This design comes from an exercise in tuning for small area, a short achievable clock period and few clock cycles on the open sky130 flow, not from production work. At most, simulation tests tie the RTL to the original design; equivalence was not proved. For runs 1 to 5 and 8, only the layout was checked, not whether the RTL still works. Power is estimated from default activity; no workload was simulated.

**design/flow/design.v**
```verilog
package smme_pkg;
    localparam int unsigned FIELD_W = 32;
    localparam int unsigned ROW_W   = 5;
    typedef struct packed {
        logic [FIELD_W-1:0] base;
        logic [FIELD_W-1:0] expo;
        logic [FIELD_W-1:0] modulus;
        logic [5:0]         top;
        logic               empty;
    } t_job;
endpackage
module smme_step #(
    parameter int ARCH = 1
) (
    input  logic [31:0] i_r,
    input  logic        i_b,
    input  logic [31:0] i_y,
    input  logic [31:0] i_m,
    input  logic        i_mz,
    output logic [31:0] o_r
);
    logic [33:0] w_s;
    logic [34:0] w_d1, w_d2;
    logic        w_c0, w_c1, w_c2;
    smme_add #(34, ARCH) u_s (
        .i_a({1'b0, i_r, i_b}), .i_b({2'b00, i_y}), .i_c(1'b0),
        .o_s(w_s), .o_co(w_c0));
    smme_add #(35, ARCH) u_d1 (
        .i_a({1'b0, w_s}), .i_b(~{2'b00, i_mz, i_m}), .i_c(1'b1),
        .o_s(w_d1), .o_co(w_c1));
    smme_add #(35, ARCH) u_d2 (
        .i_a({1'b0, w_s}), .i_b(~{1'b0, i_mz, i_m, 1'b0}), .i_c(1'b1),
        .o_s(w_d2), .o_co(w_c2));
    assign o_r = !w_d2[34] ? w_d2[31:0] : (!w_d1[34] ? w_d1[31:0] : w_s[31:0]);
endmodule
module smme_add #(
    parameter int W = 32,
    parameter int ARCH = 1
) (
    input  logic [W-1:0] i_a,
    input  logic [W-1:0] i_b,
    input  logic         i_c,
    output logic [W-1:0] o_s,
    output logic         o_co
);
    logic [W-1:0] p, g, G, P;
    always_comb begin
        p = i_a ^ i_b;
        g = i_a & i_b;
        g[0] = g[0] | (p[0] & i_c);
        G = g;
        P = p;
        if (ARCH == 0) begin
            for (int i = 1; i < W; i++) begin
                G[i] = G[i] | (P[i] & G[i-1]);
                P[i] = P[i] & P[i-1];
            end
        end else if (ARCH == 1) begin
            for (int l = 0; (1 << l) < W; l++)
                for (int i = (2 << l) - 1; i < W; i += (2 << l)) begin
                    G[i] = G[i] | (P[i] & G[i - (1 << l)]);
                    P[i] = P[i] & P[i - (1 << l)];
                end
            for (int l = $clog2(W) - 2; l >= 0; l--)
                for (int i = 3 * (1 << l) - 1; i < W; i += (2 << l)) begin
                    G[i] = G[i] | (P[i] & G[i - (1 << l)]);
                    P[i] = P[i] & P[i - (1 << l)];
                end
        end else if (ARCH == 2) begin
            for (int l = 0; (1 << l) < W; l++)
                for (int i = 0; i < W; i++)
                    if ((i >> l) & 1) begin
                        G[i] = G[i] | (P[i] & G[((i >> l) << l) - 1]);
                        P[i] = P[i] & P[((i >> l) << l) - 1];
                    end
        end else begin
            for (int l = 0; (1 << l) < W; l++)
                for (int i = W - 1; i >= (1 << l); i--) begin
                    G[i] = G[i] | (P[i] & G[i - (1 << l)]);
                    P[i] = P[i] & P[i - (1 << l)];
                end
        end
        o_s[0] = p[0] ^ i_c;
        for (int i = 1; i < W; i++) o_s[i] = p[i] ^ G[i-1];
        o_co = G[W-1];
    end
endmodule
module square_multiply_modexp_trace #(
    parameter int unsigned EXP_WIDTH = 32,
    parameter int unsigned MOD_WIDTH = 32
) (
    input  logic         i_clk,
    input  logic         i_rst_n,
    input  logic         s_axis_tvalid,
    output logic         s_axis_tready,
    input  logic [95:0]  s_axis_tdata,
    output logic         m_axis_tvalid,
    input  logic         m_axis_tready,
    output logic [71:0]  m_axis_tdata,
    output logic         m_axis_tuser,
    output logic         m_axis_tlast
);
    logic q_idle, q_red, q_sqr, q_mul;
    logic [31:0] r_m;      
    logic        r_mz;     
    logic [31:0] r_e;      
    logic [31:0] r_b;      
    logic [31:0] r_acc;    
    logic [31:0] r_sq;     
    logic [4:0]  r_cnt;    
    logic [4:0]  r_pos;    
    logic [4:0]  r_row;
    logic        r_xb;     
    logic        r_valid, r_bit, r_last, r_user;
    logic        w_first;
    logic [31:0] w_r, w_y, w_res;
    assign w_first = (r_cnt == 5'd31);
    assign w_r = w_first ? 32'd0 : (q_sqr ? r_sq : r_acc);
    assign w_y = (r_xb && !q_red) ? (q_sqr ? r_acc : r_sq) : 32'd0;
    smme_step u_step (
        .i_r(w_r), .i_b(r_xb & q_red), .i_y(w_y), .i_m(r_m), .i_mz(r_mz),
        .o_r(w_res)
    );
    logic [31:0] w_src;
    assign w_src = q_sqr ? r_acc : r_b;            
    logic w_op, w_hold, w_run, w_end, w_empty, w_tomul, w_emit, w_done, w_gosq, w_skip;
    assign w_op    = q_red | q_sqr | q_mul;
    assign w_hold  = r_valid && !m_axis_tready;    
    assign w_run   = w_op && !w_hold;
    assign w_end   = w_run && (r_cnt == 5'd0);
    assign w_empty = q_red && !r_e[31];            
    assign w_tomul = q_sqr && r_e[31];
    assign w_emit  = w_end && !w_tomul;            
    assign w_done  = w_emit && (w_empty || r_pos == 5'd0);   
    assign w_gosq  = w_emit && !w_done;
    assign w_skip  = q_red && !w_hold && !r_e[31] && r_pos != 5'd0;
    always_ff @(posedge i_clk) begin
        if (q_idle) begin
            r_m  <= s_axis_tdata[95:64];
            r_mz <= (s_axis_tdata[95:64] == 32'd0);
            r_e  <= s_axis_tdata[63:32];
            r_b  <= s_axis_tdata[31:0];
            r_xb <= s_axis_tdata[31];
            r_pos <= 5'd31;
            r_cnt <= 5'd31;
        end else begin
            if (w_skip || w_gosq) begin
                r_e   <= {r_e[30:0], 1'b0};
                r_pos <= r_pos - 5'd1;
            end
            if (q_red && w_end) r_b <= w_res;
            if (w_run) begin
                r_cnt <= r_cnt - 5'd1;
                if (w_end)
                    r_xb <= w_tomul ? r_b[31] : w_res[31];
                else
                    r_xb <= w_src[r_cnt - 5'd1];
            end
        end
        if (w_run) begin
            if (q_sqr) begin
                r_sq <= w_res;
                if (w_end) r_acc <= w_res;
            end else if (w_end && w_empty) begin
                r_acc <= 32'd0;
                r_sq  <= 32'd0;
            end else begin
                r_acc <= w_res;
                if (w_end && q_red) r_sq <= 32'd1;
            end
        end
        if (w_emit) begin
            r_bit  <= !w_empty && (q_red || q_mul);
            r_row  <= q_red ? 5'd0 : r_row + 5'd1;
            r_last <= w_done;
            r_user <= w_empty;
        end
        if (!i_rst_n) begin
            q_idle  <= 1'b1;
            q_red   <= 1'b0;
            q_sqr   <= 1'b0;
            q_mul   <= 1'b0;
            r_valid <= 1'b0;
        end else begin
            r_valid <= w_emit || w_hold;
            if (q_idle && s_axis_tvalid) begin
                q_idle <= 1'b0;
                q_red  <= 1'b1;
            end
            if (w_end) begin
                q_red  <= 1'b0;
                q_sqr  <= w_gosq;
                q_mul  <= w_tomul;
                q_idle <= w_done;
            end
        end
    end
    assign s_axis_tready = q_idle;
    assign m_axis_tvalid = r_valid;
    assign m_axis_tdata  = {2'b00, r_row, r_acc, r_sq, r_bit};
    assign m_axis_tuser  = r_user;
    assign m_axis_tlast  = r_last;
endmodule
```
**design/flow/run.sh**
```bash
#!/bin/bash
# synth_recipe.tcl (not shown) runs the flow's synth.tcl, then flattens the netlist and writes it again
# the make line also repeats each setting of config.mk as NAME=value (left out here)
make -C /OpenROAD-flow-scripts/flow DESIGN_CONFIG=/design/flow/config.mk WORK_HOME=/design/flow/orfs CLKGATE_MAP_FILE= SYNTH_SCRIPT=/design/flow/synth_recipe.tcl finish
```
**design/flow/config.mk**
```make
export PLATFORM = sky130hd
export DESIGN_NAME = square_multiply_modexp_trace
export DESIGN_NICKNAME = square_multiply_modexp_trace
export VERILOG_FILES = /design/flow/design.v
export SDC_FILE = /design/flow/constraint.sdc
export NUM_CORES = 4
export LEC_CHECK = 0
export CAP_MARGIN = 20
export CORE_MARGIN = 2
export CORE_UTILIZATION = 40
export SETUP_SLACK_MARGIN = 5
export SLEW_MARGIN = 20
```
**design/flow/constraint.sdc**
```tcl
create_clock -name core_clock -period 11.0 [get_ports {i_clk}]
set_input_delay 2.2000 -clock core_clock [delete_from_list [all_inputs] [get_ports {i_clk}]]
set_output_delay 2.2000 -clock core_clock [all_outputs]
set_load 0.01 [all_outputs]
```
==> summary.txt, run 1 <==
- Clock buffer depth: 2
- RSZ-0062 raised after global routing: true
- Total of max-cap violations: 0
- DRT iter0 DRCs: 961
- GRT overflow: 0
- Fmax achieved: 158.7 MHz
- Crit path DAT: 6.49 ns
- Hold Buf Count CTS: 0
- Area share of the largest cell type after synthesis: 0.3684
- Global-route wire length before repair: 65910 um
- Syn Inst Count: 1280
- Final antenna-violating net count: 0
- Critical Path Fanout Max: 5
- Setup CP Type: reg2reg
- Max IR drop VDD: 126.1 uV
- Area grow syn2layout: 35.70%
- Die Span X: 190.1 um
- Clk_skew: 0.01858 ns
- WL per Instance: 24.30 um
- Sum Neg Setup Slack: 0 ns
- Tmin final: 6.301 ns
- Seq/Total Area, Yosys: 0.3900
- Drc violations: 0
- Clock transition at the registers of the reported paths: 0.08 ns
- Largest net degree at the start of global routing: 75
- Via density: 5.920
- Post-Syn Area: 0.01386 mm^2
- Design area: 0.01881 mm^2
- P_leak: 7.361 nW
- TritonCTS clock tree: built
- Synth top area cells: edfxtp_1 37%, ha_1 9.2%, fa_1 6.9%
- Total Routing Usage GR: 0.2431
- Port bufs: 173
- Final GP Congestion: 0.9071
- Largest delay share family, worst path: compound AO/OA/AOI/OAI gates
- Root buffer cell: clkbuf_16
- Worst-Skew Late Latency: 0.47 ns
- FF/Latch Area: 0.005425 mm^2
- Fin nets: 1769
- Cts bufs inserted: 17
- Fillers: 2905
- Main synth FF type: edfxtp_1
- Startpoint Class: flop
- Synth warn: 3
- Ant diodes: 0
- Rows: 68
- Mapped Avg Cell Area: 10.83 um^2
- Worst min path class: reg2reg
- Core area: 0.03429 mm^2
- First-pass iteration count of the detailed router: 5
- Layout cell share with drive strength beyond 1: 0.2631
- CP Data Required Time: 11.19 ns
- Hold slack final: 0.4993 ns
- Die H: 190.1 um
- #FFs+latches synth: 185
- Final setup vio count: 0
- Vias in the first global route: 11150
- Crit-path max cell delay: 0.43 ns
- PwrDens: 115.1 mW/mm^2
- Post-synth top area cell: edfxtp_1
- Area of the multi-input gates: 0.008969 mm^2
- Fraction of registers with async set/reset: 0
- Tcrit/Tclk final: 0.5728
- Final std cells w/o fill: 1987
- Placed inst area: 0.01609 mm^2
- Post-DP HPWL: 29890 um
- Status: complete, no violations
- Slowest CP cell: fa_1
- # placed instances: 1854
- Post-synth EDFFs: 170
- CP bufs+invs: 3
- Ports: 176
- Clock sink count: 185
- Detailed Route WL: 48290 um
- Slew headroom: 0.3705
- Via count: 11760
- Yosys cell types: 76
- Initial Util: 0.4042
- Slew Viols, Final: 0
- Worst-Margin Slew: 0.9443 ns
- Setup crit end kind: flop
- Worst R2R Setup Slack: 4.70 ns
- Final hold violation count: 0
- Die area: 0.03615 mm^2
- Initial antenna violation count: 0
- CTS H-Tree Depth: 4
## kinds of logic after synthesis
family                     after synthesis  share of synthesized area
AOI/OAI and AO/OA                      351                     0.1718
and+or+nand+nor                        268                    0.08974
DFF                                    185                     0.3900
adders and majority gates              150                     0.1614
buffers and inverters                  148                    0.04641
muxes                                  122                     0.1055
xor gates and xnor gates                55                    0.03476
other                                    1                  0.0002706
## tightest hold or removal path, cell delays in order (launching register included)
cell and delay (ns):
dfxtp_1 0.35, xor2_1 0.07, nand2_1 0.05
## synth_stat cells, types with 17 or more instances
| master | number |
|---|---|
| edfxtp_1 | 170 |
| nor2_1 | 114 |
| ha_1 | 102 |
| inv_1 | 75 |
| mux2i_1 | 73 |
| a21oi_1 | 69 |
| nand2_1 | 63 |
| a211oi_1 | 50 |
| o21ai_0 | 49 |
| fa_1 | 48 |
| clkbuf_1 | 36 |
| xor2_1 | 35 |
| mux2_2 | 33 |
| a21o_1 | 32 |
| a31oi_1 | 28 |
| buf_2 | 21 |
| xnor2_1 | 20 |
| o21ai_1 | 19 |
| and2_1 | 18 |
| o31ai_1 | 17 |
## where the power goes
part | internal, mW | leakage, nW | total, mW | switching (mW)
registers | 0.836 | 1.87 | 0.873 | 0.0367
clock network | 0.347 | 0.286 | 0.648 | 0.300
logic | 0.296 | 5.20 | 0.643 | 0.347
## metrics by stage
| stage | total power [mW] | util | setup slack, ns |
|---|---|---|---|
| global placement | 1.368 | 0.4692 | 3.624 |
| global route | 2.246 | 0.5485 | 4.465 |
| finish | 2.164 | 0.5485 | 4.699 |
| CTS | 2.061 | 0.5070 | 4.778 |
| detailed placement | 1.373 | 0.4692 | 3.502 |
| floorplan | 1.194 | - | 4.716 |
## area by class of cell
type | instances | area share
Tap cell | 455 | 0.03027
Sequential cell | 185 | 0.2885
Clock inverter | 13 | 0.008317
Multi-Input combinational cell | 956 | 0.4769
Clock buffer | 19 | 0.02355
Inverter | 76 | 0.01517
Timing Repair Buffer | 283 | 0.1573
## path summary, 6_finish.rpt
path,start,endpoint,cells past startpoint
max reg2reg,r_cnt[0],r_b[31],29
max,r_cnt[0],r_b[31],29
min,r_pos[4],r_pos[4],2
min reg2reg,r_pos[4],r_pos[4],2
## placed cells by master, fill, tap and decap left out, types with 32 or more instances in the layout
cell type	n
a21oi_1	42
buf_4	68
nand2_1	52
ha_1	90
clkdlybuf4s50_1	173
inv_1	73
mux2i_1	70
a211oi_2	35
fa_1	33
mux2_2	33
edfxtp_1	170
a21o_1	32
nor2_1	105
o21ai_0	34
## sequential cells by signal, summed over array words and instances, names as in the netlist
name     flops
r_bit        1
r_user       1
r_sq        32
q_red        1
r_last       1
r_xb         1
q_idle       1
r_acc       32
r_m         32
r_b         32
q_mul        1
q_sqr        1
r_valid      1
r_mz         1
r_row        5
r_e         32
r_pos        5
r_cnt        5
## per-layer routing
layer	vias to the layer above	part of all wire	global-route usage
li1	5267	-	-
met1	5860	0.42	0.3284
met2	519	0.47	0.4041
met3	118	0.076	0.04206
met4	0	0.043	0.06380
met5	-	0	0
## what timing repair did
| action | CTS | global route |
|---|---|---|
| endpoints found under the setup margin | 97 | 97 |
| buffers inserted | 34 | 43 |
| pin swaps | 29 | 86 |
| cloned | 7 | 17 |
| gates resized for setup | 72 | 161 |
==> inputs of run 2 (changes only) <==
--- a/design/flow/design.v
+++ b/design/flow/design.v
@@ -10,7 +10,7 @@
     } t_job;
 endpackage
 module smme_step #(
-    parameter int ARCH = 1
+    parameter int ARCH = 2
 ) (
     input  logic [31:0] i_r,
     input  logic        i_b,
==> summary.txt, run 2 <==
- Status: complete, no violations
- Clk_skew: 0.01416 ns
- Area share of the largest cell type after synthesis: 0.3824
- Tmin final: 5.891 ns
- Seq/Total Area, Yosys: 0.4049
- Hold Buf Count CTS: 0
- Die H: 186.7 um
- Slew Viols, Final: 0
- Final setup vio count: 0
- Total Routing Usage GR: 0.2234
- Leading cell type in the layout, fill and taps excluded: clkdlybuf4s50_1
- Clock transition at the registers of the reported paths: 0.08 ns
- Ant diodes: 0
- Clock buffer depth: 2
- Top-count cell post-synth: edfxtp_1
- First-pass iteration count of the detailed router: 5
- Main synth FF type: edfxtp_1
- Worst-Margin Slew: 0.8751 ns
- Cts bufs inserted: 17
- Clock sink count: 185
- Total of max-cap violations: 0
- Global-route wire length before repair: 59900 um
- Slew headroom: 0.4130
- Yosys cell types: 77
- Post-synth top area cell: edfxtp_1
- Synth warn: 3
- CTS H-Tree Depth: 4
- Area grow syn2layout: 30.50%
- Rows: 66
- Final GP Congestion: 0.8548
- Cells on worst reg2reg path: 25
- Setup crit end kind: flop
- Final Power: 2.115 mW
- DRT iter0 DRCs: 853
- P_leak: 6.873 nW
- Comb pwr share: 0.268
- Core area: 0.03270 mm^2
- Post-synth EDFFs: 170
- Max IR drop VDD: 113.4 uV
- Critical Path Fanout Max: 11
- Final antenna-violating net count: 0
- Die Span X: 186.7 um
- RSZ-0062 raised after global routing: true
- Net Sw Frac: 0.3178
- Via count: 10430
- Final core area utilization: 0.5328
- Layout cell share with drive strength beyond 1: 0.1962
- #FFs+latches synth: 185
- Root buffer cell: clkbuf_16
- Post-Syn Area: 0.01335 mm^2
- Initial antenna violation count: 0
- Port bufs: 173
- Commonest non-fill, non-tap cells in the layout: 173 x clkdlybuf4s50_1, 170 x edfxtp_1, 136 x nor2_1
- Ports: 176
- Initial Util: 0.4082
- PwrDens: 121.4 mW/mm^2
- TritonCTS clock tree: built
- Clock power share: 0.302
- Crit path DAT: 6.06 ns
- Sum Neg Setup Slack: 0 ns
- Vias in the first global route: 10040
- Largest net degree at the start of global routing: 56
- Post-DP HPWL: 28540 um
- Die area: 0.03485 mm^2
- Worst-Skew Late Latency: 0.46 ns
- Internal Power: 1.443 mW
- Synth cell count leaders: 170 x edfxtp_1, 141 x nor2_1, 102 x ha_1
- Fmax achieved: 169.8 MHz
- Via density: 5.491
- Worst min path class: reg2reg
- GRT overflow: 0
- Syn Inst Count: 1240
- Startpoint Class: flop
- WL per Instance: 20.89 um
- Tcrit/Tclk final: 0.5355
- Worst hold stages: 2
- Hold slack final: 0.5442 ns
- CP Data Required Time: 11.17 ns
- Switching power total: 672.1 uW
- Final hold violation count: 0
- Setup CP Type: reg2reg
- Fin nets: 1662
- Mapped Avg Cell Area: 10.77 um^2
- Seq pwr share: 0.430
- Detailed Route WL: 39700 um
- Synth top area cells: edfxtp_1 38%, ha_1 9.6%, mux2i_1 6.9%
- Drc violations: 0
- Fraction of registers with async set/reset: 0
[run 2: cell count changes in the layout (fill, tap and decap cells not counted), moves of 16 or more]
cell / previous run / this run
a211oi_2: 35 / 0
nor2_1: 105 / 136
mux2_2: 33 / 62
buf_4: 68 / 41
a31oi_1: 26 / 3
and2_1: 9 / 31
fa_1: 33 / 12
a211oi_1: 24 / 6
a21o_1: 32 / 15
xnor2_1: 15 / 32
buf_6: 18 / 2
[run 2: final timing paths]
path | start | end | slack, ns
setup / recovery | r_cnt[0] | r_b[11] | 5.11
setup reg to reg | r_cnt[0] | r_b[11] | 5.11
hold / removal | r_pos[0] | r_pos[0] | 0.54
hold reg to reg | r_pos[0] | r_pos[0] | 0.54
[run 2: cell families after synthesis]
logic type      Yosys count  share of synthesized area
compound gates          222                     0.1089
xor+xnor                 75                    0.04920
fa+ha+maj               117                     0.1181
buf+inv                 115                    0.03739
flops                   185                     0.4049
mux                     175                     0.1567
other cells               1                  0.0002809
simple gates            350                     0.1246
[run 2: critical path, stage by stage (launching register included)]
cell	delay [ns]
dfxtp_2	0.36
buf_12	0.11
ha_1	0.13
and4_4	0.28
buf_12	0.15
nor2_1	0.06
fa_2	0.38
a211oi_4	0.33
o21ai_2	0.09
and2_4	0.18
o21ai_1	0.11
nand2b_1	0.10
fa_2	0.41
xor2_4	0.19
ha_4	0.30
nand4_1	0.22
nor3_4	0.31
o2111ai_4	0.18
a211oi_4	0.35
o21ai_2	0.14
a21oi_4	0.16
a21o_4	0.20
clkbuf_16	0.17
mux2_2	0.36
a21oi_4	0.20
o21ai_0	0.11
[run 2: layout make-up]
cell class	instances	area [um^2]
fill	2840	15280
multi-input combinational	941	8170
sequential	185	5418
timing repair buffer	232	2427
tap	442	553.0
clock buffer	17	425.4
inverter	68	255.2
clock inverter	15	172.7
[run 2: layer usage]
metal	GRT usage	wire length, um	share of wire
met1	0.3254	18840	0.47
met2	0.3513	18070	0.46
met3	0.03084	2081	0.052
met4	0.05403	699	0.018
met5	0	0	0
[run 2: power by group through the flow]
stage | combinational [mW] | sequential [mW] | clock (mW)
after floorplan | 0.303 | 0.908 | 0
after global placement | 0.482 | 0.922 | 0
after detailed placement | 0.485 | 0.924 | 0
after CTS | 0.536 | 0.909 | 0.646
after global routing | 0.610 | 0.916 | 0.670
final | 0.566 | 0.909 | 0.639
[run 2: per-stage QoR]
step	setup WS (ns)	instances	instance area (um^2)
floorplan	5.045	1241	13360
global placement	3.573	1821	15520
detailed placement	3.474	1821	15520
CTS	5.001	1879	16920
global route	4.941	1900	17420
finish	5.109	1900	17420
[run 2: what timing repair did]
action,in CTS,in global routing
gates resized for setup,108,54
buffers inserted,22,19
gates cloned,4,2
pin swaps,18,22
setup endpoints to repair,97,97
==> inputs of run 3 (changes only) <==
--- a/design/flow/design.v
+++ b/design/flow/design.v
@@ -108,41 +108,54 @@
     logic [31:0] r_acc;    
     logic [31:0] r_sq;     
     logic [4:0]  r_cnt;    
+    logic        r_first;  
+    logic        r_bz0;    
+    logic        r_bz;     
     logic [4:0]  r_pos;    
     logic [4:0]  r_row;
     logic        r_xb;     
     logic        r_valid, r_bit, r_last, r_user;
-    logic        w_first;
+    logic        w_x;
     logic [31:0] w_r, w_y, w_res;
-    assign w_first = (r_cnt == 5'd31);
-    assign w_r = w_first ? 32'd0 : (q_sqr ? r_sq : r_acc);
-    assign w_y = (r_xb && !q_red) ? (q_sqr ? r_acc : r_sq) : 32'd0;
+    assign w_x = r_first ? (q_sqr || (q_red ? !r_bz0 : !r_bz)) : r_xb;
+    assign w_r = r_first ? 32'd0 : (q_sqr ? r_sq : r_acc);
+    assign w_y = (w_x && !q_red) ? (q_sqr ? r_acc : r_sq) : 32'd0;
     smme_step u_step (
-        .i_r(w_r), .i_b(r_xb & q_red), .i_y(w_y), .i_m(r_m), .i_mz(r_mz),
+        .i_r(w_r), .i_b(w_x & q_red), .i_y(w_y), .i_m(r_m), .i_mz(r_mz),
         .o_r(w_res)
     );
     logic [31:0] w_src;
+    logic [4:0]  w_lead, w_next;
+    logic        w_last;
     assign w_src = q_sqr ? r_acc : r_b;            
+    always_comb begin
+        w_lead = 5'd0;
+        for (int k = 1; k < 32; k++)
+            if (w_src[k]) w_lead = 5'(k);
+    end
+    assign w_last = r_first ? (w_src[31:1] == 31'd0) : (r_cnt == 5'd0);
+    assign w_next = (r_first ? w_lead : r_cnt) - 5'd1;
     logic w_op, w_hold, w_run, w_end, w_empty, w_tomul, w_emit, w_done, w_gosq, w_skip;
     assign w_op    = q_red | q_sqr | q_mul;
     assign w_hold  = r_valid && !m_axis_tready;    
-    assign w_run   = w_op && !w_hold;
-    assign w_end   = w_run && (r_cnt == 5'd0);
+    assign w_run   = w_op && !w_hold && !(q_red && w_last && !r_e[31] && r_pos != 5'd0);
+    assign w_end   = w_run && w_last;
     assign w_empty = q_red && !r_e[31];            
     assign w_tomul = q_sqr && r_e[31];
     assign w_emit  = w_end && !w_tomul;            
     assign w_done  = w_emit && (w_empty || r_pos == 5'd0);   
     assign w_gosq  = w_emit && !w_done;
-    assign w_skip  = q_red && !w_hold && !r_e[31] && r_pos != 5'd0;
+    assign w_skip  = q_red && !r_e[31] && r_pos != 5'd0;
     always_ff @(posedge i_clk) begin
+        r_bz <= (r_b == 32'd0);
         if (q_idle) begin
             r_m  <= s_axis_tdata[95:64];
             r_mz <= (s_axis_tdata[95:64] == 32'd0);
             r_e  <= s_axis_tdata[63:32];
             r_b  <= s_axis_tdata[31:0];
-            r_xb <= s_axis_tdata[31];
+            r_bz0 <= (s_axis_tdata[31:0] == 32'd0);
+            r_first <= 1'b1;
             r_pos <= 5'd31;
-            r_cnt <= 5'd31;
         end else begin
             if (w_skip || w_gosq) begin
                 r_e   <= {r_e[30:0], 1'b0};
@@ -150,11 +163,9 @@
             end
             if (q_red && w_end) r_b <= w_res;
             if (w_run) begin
-                r_cnt <= r_cnt - 5'd1;
-                if (w_end)
-                    r_xb <= w_tomul ? r_b[31] : w_res[31];
-                else
-                    r_xb <= w_src[r_cnt - 5'd1];
+                r_first <= w_end;
+                r_cnt   <= w_next;
+                r_xb    <= w_src[w_next];
             end
         end
         if (w_run) begin
==> summary.txt, run 3 <==
- Final hold violation count: 0
- Max IR drop VDD: 118.7 uV
- Crit path top cell by count: buf_12
- Hold slack final: 0.4764 ns
- CP bufs+invs: 5
- Ports: 176
- Final setup vio count: 0
- Clk_skew: 0.01560 ns
- DRT iter0 DRCs: 1102
- Drc violations: 0
- Post-DP HPWL: 33450 um
- Initial Util: 0.4074
- Slowest CP cell: a211o_4
- Commonest non-fill, non-tap cells in the layout: 176 x edfxtp_1, 173 x clkdlybuf4s50_1, 163 x nor2_1
- PwrDens: 141.0 mW/mm^2
- CTS H-Tree Depth: 4
- Clock transition at the registers of the reported paths: 0.08 ns
- Fmax achieved: 162.9 MHz
- Total of max-cap violations: 0
- # placed instances: 2076
- GRT overflow: 0
- TritonCTS clock tree: built
- Syn Inst Count: 1490
- Rows: 69
- Total Routing Usage GR: 0.2398
- Synth top area cells: edfxtp_1 36%, ha_1 8.4%, mux2i_1 6.8%
- Area grow syn2layout: 35.16%
- Top-count cell post-synth: nor2_1
- Slew Viols, Final: 0
- Layout cell share with drive strength beyond 1: 0.2202
- Final core area utilization: 0.5507
- Area share of the largest cell type after synthesis: 0.3638
- Tmin final: 6.139 ns
- Port bufs: 173
- Fraction of registers with async set/reset: 0
- Crit-path max cell delay: 0.38 ns
- Main synth FF type: edfxtp_1
- Cts bufs inserted: 17
- Final Power: 2.769 mW
- Ant diodes: 0
- Crit path DAT: 6.36 ns
- Startpoint Class: flop
- Leading cell type in the layout, fill and taps excluded: edfxtp_1
- Vias in the first global route: 11930
- Die Span X: 194.6 um
- WL per Instance: 22.10 um
- Worst-Margin Slew: 0.9979 ns
- Yosys cell types: 78
- Setup crit end kind: flop
- Post-synth EDFFs: 176
- Tcrit/Tclk final: 0.5581
- Worst min path class: reg2reg
- Final GP Congestion: 0.9091
- Post-Syn Area: 0.01453 mm^2
- Worst hold stages: 1
- RSZ-0062 raised after global routing: true
- Initial antenna violation count: 0
- Synth warn: 3
- Detailed Route WL: 48720 um
- Synth cell count leaders: 183 x nor2_1, 176 x edfxtp_1, 98 x ha_1, 98 x mux2i_1
- P_leak: 7.568 nW
- Final std cells w/o fill: 2205
- Via count: 12730
- Worst-Skew Late Latency: 0.47 ns
- WP depth: 30
- Final antenna-violating net count: 0
- Clock buffer depth: 2
- Core area: 0.03566 mm^2
- Global-route wire length before repair: 69720 um
- CP Data Required Time: 11.22 ns
- Critical Path Fanout Max: 8
- Mapped Avg Cell Area: 9.750 um^2
- Cells on worst reg2reg path: 30
- First-pass iteration count of the detailed router: 5
- Sum Neg Setup Slack: 0 ns
- Slew headroom: 0.3347
- Status: complete, no violations
- Seq/Total Area, Yosys: 0.3803
- Largest delay share family, worst path: compound AO/OA/AOI/OAI gates
- Die area: 0.03786 mm^2
- Fin nets: 1944
- Root buffer cell: clkbuf_16
- Die H: 194.6 um
- Via density: 5.772
- Clock sink count: 188
- #FFs+latches synth: 188
- Setup CP Type: reg2reg
- Largest net degree at the start of global routing: 79
- Post-synth top area cell: edfxtp_1
## run 3: cell count changes after synthesis, sizes merged, moves of 14 or more
cell | before | now
inv | 67 | 82
o21a | 7 | 21
mux4 | 21 | 3
nor2 | 141 | 183
nor3 | 17 | 49
a21o | 17 | 32
nor4 | 10 | 34
## run 3: logic make-up (layout without fill, tap and decap cells)
logic type,count (synthesis),count (layout),synth area share
other,1,2,0.0002581
XOR/XNOR,69,69,0.04160
flip-flops,188,188,0.3803
buffers and inverters,145,396,0.04143
multiplexers,161,161,0.1187
AO/OA/AOI/OAI,324,324,0.1467
AND/OR/NAND/NOR,489,491,0.1660
adder cells (fa/ha/maj),113,113,0.1051
## run 3: stage by stage
step | setup WS [ns] | area, um^2
2_1_floorplan | 5.000 | 14730
3_3_place_gp | 3.548 | 16750
3_5_place_dp | 3.292 | 16750
4_1_cts | 5.003 | 18170
5_1_grt | 4.718 | 19640
6_report | 4.861 | 19640
## run 3: per-layer routing
layer / share of wire / vias to the layer above / global-route usage
met5: 0 / - / 0
met4: 0.034 / 0 / 0.07721
met3: 0.064 / 90 / 0.03956
met2: 0.46 / 552 / 0.3785
met1: 0.44 / 6089 / 0.3356
li1: - / 5996 / -
## run 3: worst paths after layout
path / from / to / slack (ns)
worst min-delay path: r_pos[4] / r_pos[4] / 0.48
worst min register to register: r_pos[4] / r_pos[4] / 0.48
worst max-delay path: r_first / r_b[14] / 4.86
worst max register to register: r_first / r_b[14] / 4.86
## run 3: layout make-up
| cell class | count | area (um^2) |
|---|---|---|
| Timing Repair Buffer | 282 | 3007 |
| Tap cell | 461 | 576.8 |
| Fill cell | 3087 | 16020 |
| Multi-Input combinational cell | 1160 | 9600 |
| Sequential cell | 188 | 5538 |
| Inverter | 82 | 310.3 |
| Clock buffer | 17 | 425.4 |
| Clock inverter | 15 | 177.7 |
## run 3: report_power, final
group | internal, mW | switching (mW)
Sequential | 0.873 | 0.0924
Combinational | 0.546 | 0.607
Clock | 0.326 | 0.325
Total | 1.75 | 1.02
## run 3: repair_timing
action,in CTS,in global routing
setup buffers,33,49
endpoints found under the setup margin,96,96
cloned,7,8
pin swaps,22,89
gates resized for setup,77,203
hold buffers,0,0
endpoints found under the hold margin,0,0
==> inputs of run 4 (changes only) <==
==> design/flow/flow/run.sh (new file) <==
#!/bin/bash
# Layout flow: the standard layout (standard.sh, ORFS from synthesis to
# finish, unchanged synthesis), except that every input and output port gets
# a sky130_fd_sc_hd__buf_1 as its port buffer instead of the default cell that
# buffer_ports picks. The full output goes to standard.log in the work folder;
# ORFS keeps each step's own log under orfs/logs.
set -euo pipefail
bash standard.sh "BUFFER_PORTS_ARGS=-buffer_cell sky130_fd_sc_hd__buf_1" finish > standard.log 2>&1
==> design/flow/standard.sh (new file) <==
#!/bin/bash
# synth_recipe.tcl (not shown) runs the flow's synth.tcl, then flattens the netlist and writes it again
# the make line also repeats each setting of config.mk as NAME=value (left out here)
make -C /OpenROAD-flow-scripts/flow DESIGN_CONFIG=/design/flow/config.mk WORK_HOME=/design/flow/orfs CLKGATE_MAP_FILE= SYNTH_SCRIPT=/design/flow/synth_recipe.tcl "${@:-finish}"
removed: design/flow/run.sh
==> summary.txt, run 4 <==
- Clock sink count: 188
- Via density: 5.745
- Root buffer cell: clkbuf_16
- Post-synth top area cell: edfxtp_1
- Final setup vio count: 0
- Final GP Congestion: 0.9362
- Initial Util: 0.4074
- Setup CP Type: reg2reg
- Core area: 0.03566 mm^2
- Synth cell count leaders: 183 x nor2_1, 176 x edfxtp_1, 98 x ha_1, 98 x mux2i_1
- Worst min path class: reg2reg
- Crit path top cell by count: buf_4
- Clock buffer depth: 2
- Layout cell share with drive strength beyond 1: 0.1876
- Fillers: 3255
- Final Power: 2.629 mW
- Crit path DAT: 6.17 ns
- Fraction of registers with async set/reset: 0
- Largest net degree at the start of global routing: 73
- Rows: 69
- Critical Path Fanout Max: 8
- Fin nets: 1916
- Vias in the first global route: 11930
- Ant diodes: 0
- Status: complete, no violations
- Synth warn: 3
- CP Data Required Time: 11.18 ns
- Top-count cell post-synth: nor2_1
- PwrDens: 146.1 mW/mm^2
- Sum Neg Setup Slack: 0 ns
- Hold_sp: r_pos[4]
- Drc violations: 0
- Worst-Margin Slew: 0.8989 ns
- Setup crit end kind: flop
- Port bufs: 173
- Initial antenna violation count: 0
- Final antenna-violating net count: 0
- RR Startpoint: r_first
- Slowest CP cell: a211o_4
- Yosys cell types: 78
- Total Routing Usage GR: 0.2346
- Synth top area cells: edfxtp_1 36%, ha_1 8.4%, mux2i_1 6.8%
- Syn Inst Count: 1490
- Die H: 194.6 um
- CTS H-Tree Depth: 4
- Slew headroom: 0.3952
- RSZ-0062 raised after global routing: true
- Leading cell type in the layout, fill and taps excluded: edfxtp_1
- Seq/Total Area, Yosys: 0.3803
- Ports: 176
- Clock transition at the registers of the reported paths: 0.08 ns
- Cts bufs inserted: 17
- Die area: 0.03786 mm^2
- WL per Instance: 21.24 um
- Via count: 12510
- Total of max-cap violations: 0
- Area grow syn2layout: 23.93%
- Global-route wire length before repair: 68440 um
- Fmax achieved: 167.0 MHz
- Area share of the largest cell type after synthesis: 0.3638
- Worst-Skew Late Latency: 0.46 ns
- GRT overflow: 0
- P_leak: 6.907 nW
- Slew Viols, Final: 0
- #FFs+latches synth: 188
- TritonCTS clock tree: built
- DRT iter0 DRCs: 1240
- Detailed Route WL: 46250 um
- Final hold violation count: 0
- Mapped Avg Cell Area: 9.750 um^2
- Die Span X: 194.6 um
- Commonest non-fill, non-tap cells in the layout: 176 x edfxtp_1, 173 x buf_1, 168 x nor2_1
- Max IR drop VDD: 110.4 uV
- Startpoint Class: flop
- Tmin final: 5.988 ns
- Crit-path max cell delay: 0.38 ns
- First-pass iteration count of the detailed router: 5
- Launch point of the worst path: r_first
- Post-Syn Area: 0.01453 mm^2
- Clk_skew: 0.01770 ns
- Main synth FF type: edfxtp_1
- Post-synth EDFFs: 176
- Post-DP HPWL: 32820 um
- Tcrit/Tclk final: 0.5444
run 4: power breakdown:
group / internal, mW / switching (mW) / total [mW]
logic: 0.453 / 0.560 / 1.01
registers: 0.873 / 0.0858 / 0.959
clock network: 0.330 / 0.327 / 0.657
run 4: cells by family after synthesis:
family | synth area share
and+or+nand+nor | 0.1660
DFF | 0.3803
other | 0.0002581
adders and majority gates | 0.1051
AOI/OAI and AO/OA | 0.1467
buffers and inverters | 0.04143
muxes | 0.1187
xor gates and xnor gates | 0.04160
run 4: worst max-delay path, delay by kind of cell, from the launching register on:
family	cells	cell delay, ns
flops	1	0.36
mux	1	0.11
xor+xnor	1	0.16
compound gates	10	2.15
simple gates	8	0.94
fa+ha+maj	4	0.98
buf+inv	7	0.99
run 4: timing repair:
action                     in CTS  in global routing
pin swaps                      24                 54
cloned                          8                  5
setup endpoints to repair      96                 96
hold endpoints to repair        0                  0
buffers inserted               27                 28
gates resized for setup        78                126
hold buffers                    0                  0
run 4: final cells by class:
class | instances | area (um^2) | area share
Multi-Input combinational cell | 1160 | 9304 | 0.5168
Clock buffer | 17 | 425.4 | 0.02363
Clock inverter | 15 | 197.7 | 0.01098
Timing Repair Buffer | 254 | 1654 | 0.09188
Sequential cell | 188 | 5538 | 0.3076
Tap cell | 461 | 576.8 | 0.03204
Inverter | 82 | 307.8 | 0.01710
run 4: per-stage QoR:
| step | setup WS (ns) | hold WS, ns | util | cells | cell area [um^2] |
|---|---|---|---|---|---|
| detailed placement | 3.694 | 0.4416 | 0.4403 | 2077 | 15700 |
| global placement | 3.880 | 0.4372 | 0.4395 | 2076 | 15670 |
| global route | 4.799 | 0.4734 | 0.5049 | 2177 | 18000 |
| CTS | 5.002 | 0.4607 | 0.4790 | 2144 | 17080 |
| finish | 5.012 | 0.4634 | 0.5049 | 2177 | 18000 |
| floorplan | 5.000 | 0.4284 | - | 1491 | 14730 |
run 4: metal layers:
metal	part of all wire	GRT usage	vias to the layer above
li1	-	-	5937
met1	0.44	0.3231	6046
met2	0.46	0.3673	447
met3	0.058	0.04147	77
met4	0.040	0.09145	0
met5	0	0	-
run 4: path summary, 6_finish.rpt:
check / endpoint / slack [ns] / cells past startpoint
min: r_pos[4] / 0.46 / 1
min reg2reg: r_pos[4] / 0.46 / 1
max reg2reg: r_b[0] / 5.01 / 31
max: r_b[0] / 5.01 / 31
==> inputs of run 5 (changes only) <==
--- a/design/flow/design.v
+++ b/design/flow/design.v
@@ -110,31 +110,30 @@
     logic [4:0]  r_cnt;    
     logic        r_first;  
     logic        r_bz0;    
-    logic        r_bz;     
     logic [4:0]  r_pos;    
     logic [4:0]  r_row;
-    logic        r_xb;     
     logic        r_valid, r_bit, r_last, r_user;
-    logic        w_x;
+    logic        r_sr, r_ar, r_ya, r_ys, r_bi;
     logic [31:0] w_r, w_y, w_res;
-    assign w_x = r_first ? (q_sqr || (q_red ? !r_bz0 : !r_bz)) : r_xb;
-    assign w_r = r_first ? 32'd0 : (q_sqr ? r_sq : r_acc);
-    assign w_y = (w_x && !q_red) ? (q_sqr ? r_acc : r_sq) : 32'd0;
+    assign w_r = ({32{r_sr}} & r_sq) | ({32{r_ar}} & r_acc);
+    assign w_y = ({32{r_ya}} & r_acc) | ({32{r_ys}} & r_sq);
     smme_step u_step (
-        .i_r(w_r), .i_b(w_x & q_red), .i_y(w_y), .i_m(r_m), .i_mz(r_mz),
+        .i_r(w_r), .i_b(r_bi), .i_y(w_y), .i_m(r_m), .i_mz(r_mz),
         .o_r(w_res)
     );
     logic [31:0] w_src;
     logic [4:0]  w_lead, w_next;
-    logic        w_last;
+    logic        w_last, w_xn;
     assign w_src = q_sqr ? r_acc : r_b;            
     always_comb begin
         w_lead = 5'd0;
         for (int k = 1; k < 32; k++)
             if (w_src[k]) w_lead = 5'(k);
     end
-    assign w_last = r_first ? (w_src[31:1] == 31'd0) : (r_cnt == 5'd0);
+    assign w_last = r_first ? (w_src[31:1] == 31'd0 || (q_red && r_bz0))
+                            : (r_cnt == 5'd0);
     assign w_next = (r_first ? w_lead : r_cnt) - 5'd1;
+    assign w_xn   = w_src[w_next];
     logic w_op, w_hold, w_run, w_end, w_empty, w_tomul, w_emit, w_done, w_gosq, w_skip;
     assign w_op    = q_red | q_sqr | q_mul;
     assign w_hold  = r_valid && !m_axis_tready;    
@@ -147,37 +146,50 @@
     assign w_gosq  = w_emit && !w_done;
     assign w_skip  = q_red && !r_e[31] && r_pos != 5'd0;
     always_ff @(posedge i_clk) begin
-        r_bz <= (r_b == 32'd0);
         if (q_idle) begin
-            r_m  <= s_axis_tdata[95:64];
-            r_mz <= (s_axis_tdata[95:64] == 32'd0);
-            r_e  <= s_axis_tdata[63:32];
-            r_b  <= s_axis_tdata[31:0];
-            r_bz0 <= (s_axis_tdata[31:0] == 32'd0);
+            r_m   <= s_axis_tdata[95:64];
+            r_mz  <= (s_axis_tdata[95:64] == 32'd0);
+            r_e   <= s_axis_tdata[63:32];
+            r_b   <= s_axis_tdata[31:0];
+            r_bz0 <= (s_axis_tdata[31:0] == 32'd0) || (s_axis_tdata[63:32] == 32'd0);
             r_first <= 1'b1;
             r_pos <= 5'd31;
+            r_sr <= 1'b0;
+            r_ar <= 1'b0;
+            r_ya <= 1'b0;
+            r_ys <= 1'b0;
+            r_bi <= (s_axis_tdata[31:0] != 32'd0) && (s_axis_tdata[63:32] != 32'd0);
         end else begin
             if (w_skip || w_gosq) begin
                 r_e   <= {r_e[30:0], 1'b0};
                 r_pos <= r_pos - 5'd1;
             end
-            if (q_red && w_end) r_b <= w_res;
+            if (q_sqr && r_first && r_row == 5'd0) r_b <= r_acc;
             if (w_run) begin
                 r_first <= w_end;
                 r_cnt   <= w_next;
-                r_xb    <= w_src[w_next];
+                if (w_end) begin
+                    r_sr <= 1'b0;
+                    r_ar <= 1'b0;
+                    r_ya <= w_gosq;
+                    r_ys <= w_tomul;
+                    r_bi <= 1'b0;
+                end else begin
+                    r_sr <= q_sqr;
+                    r_ar <= !q_sqr;
+                    r_ya <= w_xn && q_sqr;
+                    r_ys <= w_xn && q_mul;
+                    r_bi <= w_xn && q_red;
+                end
             end
         end
         if (w_run) begin
             if (q_sqr) begin
                 r_sq <= w_res;
                 if (w_end) r_acc <= w_res;
-            end else if (w_end && w_empty) begin
-                r_acc <= 32'd0;
-                r_sq  <= 32'd0;
             end else begin
                 r_acc <= w_res;
-                if (w_end && q_red) r_sq <= 32'd1;
+                if (w_end && q_red) r_sq <= {31'd0, !w_empty};
             end
         end
         if (w_emit) begin
==> summary.txt, run 5 <==
- Post-synth top area cell: edfxtp_1
- Final antenna-violating net count: 0
- Clock buffer depth: 2
- GRT overflow: 0
- Core area: 0.03540 mm^2
- Detailed Route WL: 42830 um
- Worst min path class: reg2reg
- Worst-path cell chain: a22o_1 -> ha_2 -> or4_1 -> a211oi_1 -> o211ai_1 -> o211ai_1 -> a311o_1 -> nand2b_1 -> a21oi_2 -> xnor2_2 -> ha_1 -> a21o_1 -> a21oi_2 -> o21bai_1 -> a221o_1 -> a21o_1 -> nor4b_2 -> o21a_2 -> buf_12 -> mux2_2 -> mux2_2 -> and2_1
- Top-count cell post-synth: edfxtp_1
- Area share of the largest cell type after synthesis: 0.3691
- Fmax achieved: 172.5 MHz
- Die H: 193.2 um
- Startpoint Class: flop
- Layout cell share with drive strength beyond 1: 0.1313
- Clock sink count: 191
- Sum Neg Setup Slack: 0 ns
- Setup crit end kind: flop
- Final setup vio count: 0
- Final std cells w/o fill: 2022
- Commonest non-fill, non-tap cells in the layout: 176 x edfxtp_1, 173 x buf_1, 96 x ha_1
- Drc violations: 0
- Total of max-cap violations: 0
- Port bufs: 173
- Synth warn: 3
- Syn Inst Count: 1380
- Fraction of registers with async set/reset: 0
- RSZ-0062 raised after global routing: true
- Crit path DAT: 6.01 ns
- CP Data Required Time: 11.21 ns
- Die area: 0.03732 mm^2
- Status: complete, no violations
- Final hold violation count: 0
- Initial antenna violation count: 0
- DP Worst Slack: 4.581 ns
- Launch point of the worst path: r_acc[5]
- Worst-Margin Slew: 0.9985 ns
- Seq/Total Area, Yosys: 0.3901
- Initial Util: 0.4045
- Rows: 69
- CTS H-Tree Depth: 4
- Crit-path max cell delay: 0.53 ns
- Via count: 11790
- Slew headroom: 0.3344
- Yosys cell types: 85
- Largest net degree at the start of global routing: 73
- Setup CP Type: reg2reg
- Mapped Avg Cell Area: 10.37 um^2
- Root buffer cell: clkbuf_16
- Die Span X: 193.2 um
- Hold slack final: 0.5188 ns
- Leading cell type in the layout, fill and taps excluded: edfxtp_1
- Ports: 176
- Cts bufs inserted: 17
- Synth cell count leaders: 176 x edfxtp_1, 100 x ha_1, 93 x inv_1
- Tcrit/Tclk final: 0.5271
- Area grow syn2layout: 14.78%
- P_leak: 6.452 nW
- Post-DP HPWL: 31660 um
- Clk_skew: 0.01302 ns
- Hold_sp: r_pos[1]
- Slowest CP cell: or4_1
- Fillers: 3392
- Tmin final: 5.799 ns
- # placed instances: 1968
- Final GP Congestion: 0.9165
- #FFs+latches synth: 191
- PwrDens: 165.4 mW/mm^2
- Ant diodes: 0
- RR Startpoint: r_acc[5]
- DRT iter0 DRCs: 741
- Via density: 5.828
- TritonCTS clock tree: built
- Clock transition at the registers of the reported paths: 0.08 ns
- Main synth FF type: edfxtp_1
- WL per Instance: 21.18 um
- Slew Viols, Final: 0
- Global-route wire length before repair: 64180 um
- Worst-Skew Late Latency: 0.46 ns
- First-pass iteration count of the detailed router: 5
- Max IR drop VDD: 130.1 uV
- Synth top area cells: edfxtp_1 37%, ha_1 8.7%, mux2_2 5.6%
- Hold Buf Count CTS: 0
- Post-Syn Area: 0.01432 mm^2
- Final worst setup slack: 5.202 ns
- Critical Path Fanout Max: 14
- Fin nets: 1763
- Post-synth EDFFs: 176
- Total Routing Usage GR: 0.2270
- Vias in the first global route: 11320
==> run 5: cell count changes after synthesis, moves of 10 or more <==
cell / previous run / this run
nand2b_1: 20 / 10
o21ai_0: 62 / 43
nand2_1: 67 / 54
mux2_2: 59 / 71
inv_1: 80 / 93
xor2_1: 34 / 19
a22o_1: 0 / 63
xnor2_1: 35 / 54
nor2_1: 183 / 82
mux2i_1: 98 / 53
==> run 5: layout make-up <==
| cell class | instances | area, um^2 | share of cell area |
|---|---|---|---|
| repair buffers | 207 | 1001 | 0.06091 |
| clock buffers | 18 | 429.2 | 0.02612 |
| well taps | 461 | 576.8 | 0.03510 |
| clock inverters | 14 | 151.4 | 0.009213 |
| multi-input cells | 1036 | 8324 | 0.5065 |
| flip-flops and latches | 191 | 5594 | 0.3404 |
| inverters | 95 | 356.6 | 0.02170 |
==> run 5: critical path: cells and delay by family (launching register included) <==
| family | cells | cell delay (ns) |
|---|---|---|
| and+or+nand+nor | 4 | 1.04 |
| buffers and inverters | 1 | 0.16 |
| DFF | 1 | 0.52 |
| adders and majority gates | 2 | 0.50 |
| xor gates and xnor gates | 1 | 0.16 |
| muxes | 2 | 0.61 |
| AOI/OAI and AO/OA | 12 | 2.56 |
==> run 5: routing by layer <==
layer	vias to the layer above	track usage	part of all wire
li1	5562	-	-
met1	5812	0.3031	0.44
met2	344	0.3673	0.48
met3	67	0.03186	0.045
met4	0	0.1002	0.032
met5	-	0	0
==> run 5: report_power, final <==
part,switching (mW),leakage (nW),internal [mW]
sequential,0.112,1.85,0.914
clock,0.317,0.277,0.303
combinational,0.613,4.33,0.458
total,1.04,6.45,1.68
==> run 5: what timing repair did <==
item                                    4_1_cts  5_1_grt
endpoints found under the setup margin       64       59
pin swaps                                     5       14
setup buffers                                 4       15
cloned                                        1        2
resized for setup                            18       31
==> run 5: worst paths after layout <==
check	end	slack [ns]	cells after the start
setup / recovery	r_sq[22]	5.20	22
hold / removal	r_pos[1]	0.52	2
setup reg to reg	r_sq[22]	5.20	22
hold reg to reg	r_pos[1]	0.52	2
==> run 5: kinds of logic after synthesis <==
group | count (synthesis) | synth area share
muxes | 131 | 0.1031
buffers and inverters | 154 | 0.04466
adders and majority gates | 115 | 0.1084
DFF | 191 | 0.3901
AOI/OAI and AO/OA | 356 | 0.1753
and+or+nand+nor | 359 | 0.1335
xor gates and xnor gates | 73 | 0.04466
other | 1 | 0.0002619
==> run 5: through the flow <==
stage / instance area [um^2] / util / power (mW)
floorplan: 14320 / - / 1.727
global placement: 15410 / 0.4353 / 2.003
detailed placement: 15410 / 0.4353 / 2.016
CTS: 16130 / 0.4557 / 2.669
global route: 16430 / 0.4643 / 2.868
finish: 16430 / 0.4643 / 2.718
==> inputs of run 6 (changes only) <==
--- a/design/flow/design.v
+++ b/design/flow/design.v
@@ -61,7 +61,7 @@
                     G[i] = G[i] | (P[i] & G[i - (1 << l)]);
                     P[i] = P[i] & P[i - (1 << l)];
                 end
-            for (int l = $clog2(W) - 2; l >= 0; l--)
+            for (int l = 6; l >= 0; l--)
                 for (int i = 3 * (1 << l) - 1; i < W; i += (2 << l)) begin
                     G[i] = G[i] | (P[i] & G[i - (1 << l)]);
                     P[i] = P[i] & P[i - (1 << l)];
--- a/design/flow/config.mk
+++ b/design/flow/config.mk
@@ -7,6 +7,6 @@
 export LEC_CHECK = 0
 export CAP_MARGIN = 20
 export CORE_MARGIN = 2
-export CORE_UTILIZATION = 40
+export CORE_UTILIZATION = 45
 export SETUP_SLACK_MARGIN = 5
 export SLEW_MARGIN = 20
==> summary.txt, run 6 <==
- Initial Util: 0.4549
- Port bufs: 173
- Critical Path Fanout Max: 20
- Root buffer cell: clkbuf_16
- Seq/Total Area, Yosys: 0.3901
- Final core area utilization: 0.5251
- Largest net degree at the start of global routing: 70
- Area share of the largest cell type after synthesis: 0.3691
- Worst-path cell chain: buf_6 -> a22o_1 -> ha_1 -> fa_1 -> a21o_1 -> a21oi_4 -> o211ai_1 -> o211ai_1 -> a311o_1 -> nand2b_1 -> a21oi_2 -> xnor2_2 -> ha_1 -> a21o_1 -> a21oi_2 -> o21bai_1 -> a221o_1 -> a21o_1 -> nor4b_4 -> buf_6 -> o21a_4 -> a21oi_1 -> mux2i_1 -> and2_1
- CP bufs+invs: 2
- Clock buffer depth: 2
- Leading cell type in the layout, fill and taps excluded: edfxtp_1
- Drc violations: 0
- Post-synth top area cell: edfxtp_1
- Final hold violation count: 0
- Slew headroom: 0.3321
- Crit path top cell by count: a21o_1
- Die Span X: 182.4 um
- #FFs+latches synth: 191
- Fin nets: 1771
- CP Data Required Time: 11.33 ns
- # placed instances: 1909
- Detailed Route WL: 42330 um
- Cts bufs inserted: 17
- Via count: 11720
- CTS H-Tree Depth: 4
- Worst min path class: reg2reg
- Final GP Congestion: 0.9275
- Area grow syn2layout: 15.43%
- Layout cell share with drive strength beyond 1: 0.1421
- Hold Buf Count CTS: 0
- Worst-Margin Slew: 1.002 ns
- Crit path DAT: 6.16 ns
- Top Usage Layer GRT: met2
- Sum Neg Setup Slack: 0 ns
- Synth top area cells: edfxtp_1 37%, ha_1 8.7%, mux2_2 5.6%
- Clk_skew: 0.01584 ns
- Final setup vio count: 0
- Rows: 65
- Total Routing Usage GR: 0.2520
- Ports: 176
- WL per Instance: 21.48 um
- Die area: 0.03326 mm^2
- Commonest non-fill, non-tap cells in the layout: 176 x edfxtp_1, 173 x buf_1, 95 x ha_1
- Fraction of registers with async set/reset: 0
- P_leak: 6.525 nW
- First-pass iteration count of the detailed router: 5
- DP Worst Slack: 4.181 ns
- Max IR drop VDD: 125.0 uV
- Largest delay share family, worst path: compound AO/OA/AOI/OAI gates
- Final worst setup slack: 5.167 ns
- Synth cell count leaders: 176 x edfxtp_1, 100 x ha_1, 93 x inv_1
- Clock transition at the registers of the reported paths: 0.08 ns
- Main synth FF type: edfxtp_1
- Core area: 0.03147 mm^2
- DRT iter0 DRCs: 1002
- Fmax achieved: 171.4 MHz
- Total of max-cap violations: 0
- Final antenna-violating net count: 0
- Met2 GRT Util: 0.4198
- Post-synth EDFFs: 176
- TritonCTS clock tree: built
- Worst-Skew Late Latency: 0.46 ns
- Tcrit/Tclk final: 0.5303
- Yosys cell types: 85
- Die H: 182.4 um
- Hold slack final: 0.5295 ns
- M3 GR Usage: 0.04031
- Slowest CP cell: dfxtp_4
- Syn Inst Count: 1380
- Synth warn: 3
- Mapped Avg Cell Area: 10.37 um^2
- Final std cells w/o fill: 1971
- Ant diodes: 0
- Post-DP HPWL: 30510 um
- GRT overflow: 0
- Top-count cell post-synth: edfxtp_1
- Initial antenna violation count: 0
- Clock sink count: 191
- Met1 usage: 0.3403
- Setup CP Type: reg2reg
- Setup crit end kind: flop
- Status: complete, no violations
- Startpoint Class: flop
- PwrDens: 167.4 mW/mm^2
- RSZ-0062 raised after global routing: false
- Vias in the first global route: 11440
- Via density: 5.944
- Slew Viols, Final: 0
- Crit-path max cell delay: 0.41 ns
- Global-route wire length before repair: 64560 um
- Tmin final: 5.833 ns
- Post-Syn Area: 0.01432 mm^2
## run 6: cells by family (layout without fill, tap and decap cells)
family / Yosys count / after routing / synth area share
fa+ha+maj: 115 / 115 / 0.1084
buf+inv: 154 / 337 / 0.04466
simple gates: 359 / 359 / 0.1335
mux: 131 / 131 / 0.1031
other cells: 1 / 2 / 0.0002619
xor+xnor: 73 / 73 / 0.04466
flops: 191 / 191 / 0.3901
compound gates: 356 / 361 / 0.1753
## run 6: per-layer routing
layer  vias to the layer above  wire [um]  share of wire
met1                      5697      18820           0.44
met4                         0        962          0.023
met5                         -          0              0
li1                       5600          -              -
met3                        53       2286          0.054
met2                       365      20260           0.48
## run 6: timing repair
action                                  CTS  global route
resized for setup                        21            42
pin swaps                                 4            11
gates cloned                              4             2
endpoints found under the setup margin   64            64
setup buffers                             4            19
## run 6: stage by stage
stage / total power [mW] / cell area, um^2
after CTS: 2.704 / 16130
after floorplan: 1.727 / 14320
after detailed placement: 2.012 / 15340
after global placement: 1.999 / 15340
final: 2.767 / 16530
after global routing: 2.920 / 16530
## run 6: area by class of cell
cell class,count,area [um^2]
fillers,2876,14950
multi-input cells,1041,8442
flip-flops and latches,191,5600
repair buffers,210,1012
well taps,402,503.0
clock buffers,17,425.4
inverters,95,356.6
clock inverters,15,187.7
## run 6: final timing paths
path                  from        to  slack, ns  cells past startpoint
setup / recovery      r_ys  r_sq[19]       5.17                     24
hold / removal    r_pos[4]  r_pos[4]       0.53                      2
setup reg to reg      r_ys  r_sq[19]       5.17                     24
hold reg to reg   r_pos[4]  r_pos[4]       0.53                      2
## run 6: worst register-to-register path, delay by kind of cell, from the launching register on
kind / cells / cell delay, ns
buffers and inverters: 2 / 0.38
xor gates and xnor gates: 1 / 0.16
AOI/OAI and AO/OA: 14 / 2.89
and+or+nand+nor: 3 / 0.61
muxes: 1 / 0.38
DFF: 1 / 0.41
adders and majority gates: 3 / 0.87
## run 6: power breakdown
part	switching [mW]	internal [mW]	total [mW]
Clock	0.335	0.312	0.647
Combinational	0.619	0.468	1.09
Sequential	0.119	0.914	1.03
Total	1.07	1.69	2.77
Testbench counts of run 6, summed over its fixed seeds: cycles 106,295.
==> inputs of run 7 (changes only) <==
--- a/design/flow/config.mk
+++ b/design/flow/config.mk
@@ -7,6 +7,6 @@
 export LEC_CHECK = 0
 export CAP_MARGIN = 20
 export CORE_MARGIN = 2
-export CORE_UTILIZATION = 45
+export CORE_UTILIZATION = 40
 export SETUP_SLACK_MARGIN = 5
 export SLEW_MARGIN = 20
==> summary.txt, run 7 <==
- Via density: 5.828
- Startpoint Class: flop
- Setup CP Type: reg2reg
- Tmin final: 5.799 ns
- Post-DP HPWL: 31660 um
- TritonCTS clock tree: built
- Top-count cell post-synth: edfxtp_1
- Initial antenna violation count: 0
- Slowest CP cell: or4_1
- Largest net degree at the start of global routing: 73
- Worst-path cell chain: a22o_1 -> ha_2 -> or4_1 -> a211oi_1 -> o211ai_1 -> o211ai_1 -> a311o_1 -> nand2b_1 -> a21oi_2 -> xnor2_2 -> ha_1 -> a21o_1 -> a21oi_2 -> o21bai_1 -> a221o_1 -> a21o_1 -> nor4b_2 -> o21a_2 -> buf_12 -> mux2_2 -> mux2_2 -> and2_1
- Crit-path max cell delay: 0.53 ns
- Port bufs: 173
- Layout cell share with drive strength beyond 1: 0.1313
- Hold slack final: 0.5188 ns
- Final core area utilization: 0.4643
- Die area: 0.03732 mm^2
- Drc violations: 0
- Sum Neg Setup Slack: 0 ns
- Met1 usage: 0.3031
- Tcrit/Tclk final: 0.5271
- Worst-Margin Slew: 0.9985 ns
- Global-route wire length before repair: 64180 um
- Detailed Route WL: 42830 um
- Main synth FF type: edfxtp_1
- Synth warn: 3
- Slew headroom: 0.3344
- Area grow syn2layout: 14.78%
- P_leak: 6.452 nW
- CP bufs+invs: 1
- GRT overflow: 0
- Vias in the first global route: 11320
- Die H: 193.2 um
- Setup crit end kind: flop
- Total Routing Usage GR: 0.2270
- Max IR drop VDD: 130.1 uV
- Top Usage Layer GRT: met2
- Fraction of registers with async set/reset: 0
- M3 GR Usage: 0.03186
- Slew Viols, Final: 0
- WL per Instance: 21.18 um
- Post-Syn Area: 0.01432 mm^2
- Crit path DAT: 6.01 ns
- Yosys cell types: 85
- Synth cell count leaders: 176 x edfxtp_1, 100 x ha_1, 93 x inv_1
- Rows: 69
- Core area: 0.03540 mm^2
- Largest delay share family, worst path: compound AO/OA/AOI/OAI gates
- Status: complete, no violations
- Ports: 176
- Area share of the largest cell type after synthesis: 0.3691
- Fin nets: 1763
- Post-synth EDFFs: 176
- Clock transition at the registers of the reported paths: 0.08 ns
- Ant diodes: 0
- Cts bufs inserted: 17
- Final hold violation count: 0
- #FFs+latches synth: 191
- Syn Inst Count: 1380
- PwrDens: 165.4 mW/mm^2
- Total of max-cap violations: 0
- Synth top area cells: edfxtp_1 37%, ha_1 8.7%, mux2_2 5.6%
- Seq/Total Area, Yosys: 0.3901
- DRT iter0 DRCs: 741
- Initial Util: 0.4045
- CTS H-Tree Depth: 4
- Post-synth top area cell: edfxtp_1
- Clock sink count: 191
- Met2 GRT Util: 0.3673
- Final antenna-violating net count: 0
- Via count: 11790
- Root buffer cell: clkbuf_16
- Die Span X: 193.2 um
- Worst min path class: reg2reg
- CP Data Required Time: 11.21 ns
- Mapped Avg Cell Area: 10.37 um^2
- Final setup vio count: 0
- Commonest non-fill, non-tap cells in the layout: 176 x edfxtp_1, 173 x buf_1, 96 x ha_1
- Fmax achieved: 172.5 MHz
- Leading cell type in the layout, fill and taps excluded: edfxtp_1
- Worst-Skew Late Latency: 0.46 ns
- First-pass iteration count of the detailed router: 5
- Final GP Congestion: 0.9165
- Clock buffer depth: 2
- RSZ-0062 raised after global routing: true
- Critical Path Fanout Max: 14
- Clk_skew: 0.01302 ns
## run 7: final timing paths
check        cells past startpoint  slack, ns     start        to
min reg2reg                      2       0.52  r_pos[1]  r_pos[1]
max                             22       5.20  r_acc[5]  r_sq[22]
max reg2reg                     22       5.20  r_acc[5]  r_sq[22]
min                              2       0.52  r_pos[1]  r_pos[1]
## run 7: layout make-up
type / instances / area [um^2]
Fill cell: 3392 / 18960
Multi-Input combinational cell: 1036 / 8324
Sequential cell: 191 / 5594
Timing Repair Buffer: 207 / 1001
Tap cell: 461 / 576.8
Clock buffer: 18 / 429.2
Inverter: 95 / 356.6
Clock inverter: 14 / 151.4
## run 7: metal layers
layer / vias up / routed length [um]
met5: - / 0
met2: 344 / 20510
met1: 5812 / 19030
li1: 5562 / -
met4: 0 / 1382
met3: 67 / 1918
## run 7: repair_timing
item | in CTS | in global routing
setup endpoints to repair | 64 | 59
hold buffers | 0 | 0
gates cloned | 1 | 2
pin swaps | 5 | 14
setup buffers | 4 | 15
hold endpoints to repair | 0 | 0
resized for setup | 18 | 31
## run 7: kinds of logic after synthesis
| group | share of synthesized area |
|---|---|
| compound gates | 0.1753 |
| xor+xnor | 0.04466 |
| fa+ha+maj | 0.1084 |
| buf+inv | 0.04466 |
| flops | 0.3901 |
| mux | 0.1031 |
| other cells | 0.0002619 |
| simple gates | 0.1335 |
## run 7: metrics by stage
step                total power, mW  instances  area [um^2]  setup WS (ns)
floorplan                     1.727       1381        14320          5.516
global placement              2.003       1968        15410          4.665
detailed placement            2.016       1968        15410          4.581
CTS                           2.669       2005        16130          5.004
global route                  2.868       2022        16430          4.985
finish                        2.718       2022        16430          5.202
## run 7: where the power goes
| part | internal, mW | switching [mW] | total, mW |
|---|---|---|---|
| logic | 0.458 | 0.613 | 1.07 |
| clock network | 0.303 | 0.317 | 0.620 |
| registers | 0.914 | 0.112 | 1.03 |
| total | 1.68 | 1.04 | 2.72 |
## run 7: tightest hold or removal path, delay by kind of cell (launching register included)
kind | cells | cell delay (ns)
AND/OR/NAND/NOR | 1 | 0.06
flip-flops | 1 | 0.33
AO/OA/AOI/OAI | 1 | 0.08
==> inputs of run 8 (changes only) <==
--- a/design/flow/design.v
+++ b/design/flow/design.v
@@ -189,7 +189,6 @@
                 if (w_end) r_acc <= w_res;
             end else begin
                 r_acc <= w_res;
-                if (w_end && q_red) r_sq <= {31'd0, !w_empty};
             end
         end
         if (w_emit) begin
@@ -220,7 +219,8 @@
     end
     assign s_axis_tready = q_idle;
     assign m_axis_tvalid = r_valid;
-    assign m_axis_tdata  = {2'b00, r_row, r_acc, r_sq, r_bit};
+    assign m_axis_tdata  = {2'b00, r_row, r_acc,
+                            (r_row == 5'd0) ? {31'd0, !r_user} : r_sq, r_bit};
     assign m_axis_tuser  = r_user;
     assign m_axis_tlast  = r_last;
 endmodule
==> summary.txt, run 8 <==
- Status: complete, no violations
- CP Data Required Time: 11.18 ns
- Final std cells w/o fill: 2036
- Area grow syn2layout: 18.61%
- Clk_skew: 0.01380 ns
- Seq/Total Area, Yosys: 0.3939
- Final hold violation count: 0
- Layout cell share with drive strength beyond 1: 0.1582
- Final Power: 2.849 mW
- Total Routing Usage GR: 0.2218
- Root buffer cell: clkbuf_16
- Fraction of registers with async set/reset: 0
- Fin nets: 1782
- Largest net degree at the start of global routing: 78
- Final GP Congestion: 0.8773
- Max IR drop VDD: 126.2 uV
- Post-synth top area cell: edfxtp_1
- WL per Instance: 21.29 um
- Worst-Skew Late Latency: 0.47 ns
- Design area: 0.01682 mm^2
- Tcrit/Tclk final: 0.5473
- Fmax achieved: 166.1 MHz
- Final setup vio count: 0
- Slew Viols, Final: 0
- Yosys cell types: 92
- Slew headroom: 0.3380
- Ports: 176
- Setup crit end kind: flop
- Synth cell count leaders: 176 x edfxtp_1, 100 x ha_1, 83 x o21ai_0
- Commonest non-fill, non-tap cells in the layout: 176 x edfxtp_1, 173 x buf_1, 97 x ha_1
- Detailed Route WL: 43350 um
- # placed instances: 1959
- Mapped Avg Cell Area: 10.28 um^2
- Clock sink count: 191
- Synth top area cells: edfxtp_1 37%, ha_1 8.8%, mux2_2 5.2%
- Top-count cell post-synth: edfxtp_1
- Die H: 192.3 um
- Crit path DAT: 6.20 ns
- Rows: 68
- First-pass iteration count of the detailed router: 5
- Critical Path Fanout Max: 8
- Crit path top cell by count: buf_4
- Sum Neg Setup Slack: 0 ns
- Via count: 11820
- Global-route wire length before repair: 62400 um
- Drc violations: 0
- Worst min path class: reg2reg
- GRT overflow: 0
- Initial antenna violation count: 1
- Clock buffer depth: 2
- Vias in the first global route: 10950
- Die area: 0.03697 mm^2
- Post-DP HPWL: 31000 um
- Die Span X: 192.3 um
- RSZ-0062 raised after global routing: true
- Tmin final: 6.020 ns
- Startpoint Class: flop
- Via density: 5.804
- Port bufs: 173
- TritonCTS clock tree: built
- Core area: 0.03471 mm^2
- Clock transition at the registers of the reported paths: 0.08 ns
- Syn Inst Count: 1379
- Slowest CP cell: fa_2
- Worst-Margin Slew: 0.9894 ns
- Cts bufs inserted: 17
- CTS H-Tree Depth: 4
- Setup CP Type: reg2reg
- Main synth FF type: edfxtp_1
- Total of max-cap violations: 0
- Synth warn: 3
- P_leak: 6.460 nW
- DRT iter0 DRCs: 1092
- Final antenna-violating net count: 0
- Placed inst area: 0.01527 mm^2
- Area share of the largest cell type after synthesis: 0.3727
- Post-synth EDFFs: 176
- Hold slack final: 0.4989 ns
- Post-Syn Area: 0.01418 mm^2
- PwrDens: 169.4 mW/mm^2
- #FFs+latches synth: 191
- Leading cell type in the layout, fill and taps excluded: edfxtp_1
- Crit-path max cell delay: 0.52 ns
- Initial Util: 0.4084
-- run 8: changes by cell type after synthesis, sizes merged, moves of 12 or more --
cell and change:
a21oi -29, and2 -32, inv -15, mux2i -34, nand2 +28, nor2b +42, nor3 -12, o211ai +17
o21ai +35
-- run 8: metrics by stage --
step                      setup slack [ns]  utilization
after floorplan                      5.013            -
after global placement               4.134       0.4399
after detailed placement             3.913       0.4399
after CTS                            4.965       0.4629
after global routing                 4.774       0.4845
final                                4.980       0.4845
-- run 8: critical path, delay by kind of cell (launching register included) --
kind	cells	cell delay, ns
AO/OA/AOI/OAI	15	2.94
flip-flops	1	0.36
adder cells (fa/ha/maj)	4	1.27
buffers and inverters	5	0.77
AND/OR/NAND/NOR	4	0.39
-- run 8: logic make-up (layout without fill, tap and decap cells) --
group                    Yosys count  after routing  synth area share
buffers and inverters            144            343           0.04245
adder cells (fa/ha/maj)          115            115            0.1094
XOR/XNOR                          77             77           0.04756
AND/OR/NAND/NOR                  383            383            0.1426
flip-flops                       191            191            0.3939
multiplexers                      90             90           0.07377
other                              1              3         0.0002645
AO/OA/AOI/OAI                    378            379            0.1900
-- run 8: per-layer routing --
metal,share of wire,GRT usage
met1,0.44,0.3090
met4,0.030,0.07399
met2,0.47,0.3498
met3,0.054,0.03746
met5,0,0
-- run 8: power breakdown --
part / internal [mW] / total, mW / leakage, nW / switching, mW
clock: 0.306 / 0.638 / 0.282 / 0.332
sequential: 0.935 / 1.05 / 1.84 / 0.119
combinational: 0.497 / 1.16 / 4.34 / 0.661
-- run 8: repair_timing --
action / in CTS / in global routing
hold buffers: 0 / 0
gates cloned: 1 / 11
setup buffers: 5 / 27
pin swaps: 5 / 36
setup endpoints to repair: 64 / 64
gates resized for setup: 42 / 70
-- run 8: final timing paths --
check                start        to  slack (ns)  cells past startpoint
setup / recovery      r_ys  r_sq[24]        4.98                     28
setup reg to reg      r_ys  r_sq[24]        4.98                     28
hold / removal    r_pos[4]  r_pos[4]        0.50                      2
hold reg to reg   r_pos[4]  r_pos[4]        0.50                      2
-- run 8: layout make-up --
type | count | area, um^2
clock buffer | 17 | 425.4
inverter | 82 | 310.3
tap | 455 | 569.3
multi-input combinational | 1046 | 8396
clock inverter | 15 | 166.4
antenna | 1 | 2.502
timing repair buffer | 229 | 1350
sequential | 191 | 5598
fill | 3244 | 17900

Setup slack of run 8, layout unchanged: 4.980 ns with ideal ports, 4.980 ns with driving cells assumed (clock clkbuf_16, inputs buf_2), 4.980 ns with port delays also shifted by the 0.509 ns mid clock arrival.
